This is an optimization exercise on Yosys and OpenROAD, whose aim is small area, not a production implementation. The RTL was checked by simulation tests, not by an equivalence proof against the original design. The clock port is modelled as an ideal driver; clocking choices that lean on that would not hold on a real chip. Power figures rest on the tool's default switching activity, not on a simulated workload.

Setup of run R:
==> flow/design.v (excerpt) <==
module mcm_chip (
	input  logic                               clk,
	input  logic                               rst_n_i,
	input  logic                               spi_clk_i,
	input  logic                               spi_scsn_i,
	input  logic                               spi_mosi_i,
	output logic                               spi_miso_o,
	input  logic [2*4-1:0]        quad_i,
	input  logic [3*4-1:0]        limit_i,
	output logic [4-1:0]          intrpt_o
);
	mcm_top i_mcm_top (
		.clk        (clk),
		.rst_n_i    (rst_n_i),
		.spi_clk_i  (spi_clk_i),
		.spi_scsn_i (spi_scsn_i),
		.spi_mosi_i (spi_mosi_i),
		.spi_miso_o (spi_miso_o),
		.quad_i     (quad_i),
		.limit_i    (limit_i),
		.intrpt_o   (intrpt_o)
	);
endmodule
For scale: ~1,500 cells after synthesis, roughly 30 I/O pins.
Settings: LEC_CHECK=0, CAP_MARGIN=0, CORE_MARGIN=2, CORE_UTILIZATION=72, HOLD_SLACK_MARGIN=0, SLEW_MARGIN=0, SYNTH_HIERARCHICAL=1; clock period 5.0 ns.
standard.sh (not shown) runs the stock make flow with config.mk's settings and CLKGATE_MAP_FILE= SYNTH_SCRIPT=/design/flow/synth_recipe.tcl, a recipe that flattens the netlist after the stock synthesis.
==> flow/flow/run.sh <==
#!/bin/bash
# Standard layout with three changes: small port buffers, no CTS dummy
# loads, and a power (area) recovery pass after CTS. make's output goes to
# standard.log; each ORFS step keeps its own log under orfs/logs.
set -euo pipefail
here=$(pwd)
export BUFFER_PORTS_ARGS="-buffer_cell sky130_fd_sc_hd__buf_1"
export CTS_ARGS="-sink_clustering_enable -repair_clock_nets -dont_use_dummy_load -buf_list sky130_fd_sc_hd__clkbuf_4 -sink_clustering_size 10 -sink_clustering_max_diameter 40"
export POST_CTS_TCL="$here/flow/post_cts.tcl"
export RECOVER_POWER=100
export POST_GLOBAL_ROUTE_TCL="$here/flow/post_grt.tcl"
bash standard.sh > standard.log 2>&1
==> flow/flow/post_cts.tcl <==
# after CTS and its timing repair: size down cells that have slack to spare
puts "post_cts: recovering area on paths with slack"
estimate_parasitics -placement
repair_timing -recover_power 100 -verbose
detailed_placement
check_placement -verbose
report_design_area
==> flow/flow/post_grt.tcl <==
# after global route and its power recovery: repair any slew or
# capacitance the downsizing broke, then route the changed nets again
puts "post_grt: repair design after power recovery"
global_route -start_incremental
estimate_parasitics -global_routing
repair_design -verbose
detailed_placement
global_route -end_incremental
check_placement -verbose
estimate_parasitics -global_routing
report_design_area
What run H does differently from run R at the input level:
--- a/flow/config.mk
+++ b/flow/config.mk
@@ -8,5 +8,5 @@
 export CAP_MARGIN = 0
 export CORE_MARGIN = 2
-export CORE_UTILIZATION = 72
+export CORE_UTILIZATION = 60
 export HOLD_SLACK_MARGIN = 0
 export SLEW_MARGIN = 0
Maximum frequency from static timing analysis of run H falls short of that of run R by a few percent. Of run H and run R, it is run H that has the lower met3 capacity usage during global routing. Run R has higher initial standard-cell utilization of the core than run H. When run H is measured against run R, its final area turns out 0.59% higher.

mcm_chip again, from the RTL that the note above started with.
Design mcm_chip, start of the top module:
module mcm_chip (
	input  logic                               clk,
	input  logic                               rst_n_i,
	input  logic                               spi_clk_i,
	input  logic                               spi_scsn_i,
	input  logic                               spi_mosi_i,
	output logic                               spi_miso_o,
	input  logic [2*4-1:0]        quad_i,
	input  logic [3*4-1:0]        limit_i,
	output logic [4-1:0]          intrpt_o
);
export LEC_CHECK = 0
export CAP_MARGIN = 0
export CORE_MARGIN = 2
export CORE_UTILIZATION = 60
export HOLD_SLACK_MARGIN = 0
export SLEW_MARGIN = 0
export SYNTH_HIERARCHICAL = 1
create_clock -name core_clock -period 5.0 [get_ports {clk}]
==> flow/flow/run.sh <==
#!/bin/bash
# Standard layout with three changes: small port buffers, no CTS dummy
# loads, and a power (area) recovery pass after CTS. make's output goes to
# standard.log; each ORFS step keeps its own log under orfs/logs.
set -euo pipefail
here=$(pwd)
export BUFFER_PORTS_ARGS="-buffer_cell sky130_fd_sc_hd__buf_1"
export CTS_ARGS="-sink_clustering_enable -repair_clock_nets -dont_use_dummy_load -buf_list sky130_fd_sc_hd__clkbuf_4 -sink_clustering_size 10 -sink_clustering_max_diameter 40"
export POST_CTS_TCL="$here/flow/post_cts.tcl"
bash standard.sh > standard.log 2>&1
Scripts as last shown in full above: flow/flow/post_cts.tcl
Then changed:
--- a/flow/config.mk
+++ b/flow/config.mk
@@ -10,0 +11 @@
+export GPL_TIMING_DRIVEN = 0
Effect: Via count stays flat. Clock-buffer cell count drops by 1. Sequential cell count stays the same.
Then changed:
--- a/flow/flow/run.sh
+++ b/flow/flow/run.sh
@@ -9,0 +10 @@
+export RECOVER_POWER=100
--- a/flow/config.mk
+++ b/flow/config.mk
@@ -11 +10,0 @@
-export GPL_TIMING_DRIVEN = 0
Outcome:
- The changed run finished but fails on max-capacitance violations, max-slew violations
- wire length rises by 1.1%
- global-route usage rises by 0.25 points
- register-to-register slack loses 50 ps
- critical path depth falls by 1
- non-clock buffer count falls by 17
- worst hold slack loses 13 ps
- final area falls by 2.1%
- utilization falls by 1.4 points
- clock power stays flat
- total power falls by 0.83%
- synthesized area does not change

separate check: timing with driven ports:
Ports are ideal in the flow. The routed layouts listed here were re-timed in OpenROAD. Step 1 assumes that a clkbuf_16 drives the clock port and a buf_2 every other input. Step 2 times the ports against the registers' clock, not the clock port: input delays grow and output delays shrink by t, the midpoint of the rising clock arrivals with the driver on. a / b / c = no drivers / after step 1 / after step 2; a / b = the first two.
run | shift t [ns] | setup WS [ns] | slew at the worst register clock pin (ns)
run R | 0.674 | 0.490 / 0.490 / 0.490 | 0.11 / 0.11
run H | 0.688 | 0.395 / 0.395 / 0.395 | 0.11 / 0.11
the first run of note 2 | 0.688 | 0.511 / 0.511 / 0.511 | 0.11 / 0.11
the second run of note 2 | 0.709 | 0.469 / 0.469 / 0.469 | 0.12 / 0.12
the third run of note 2 | 0.688 | 0.414 / 0.414 / 0.414 | 0.12 / 0.12
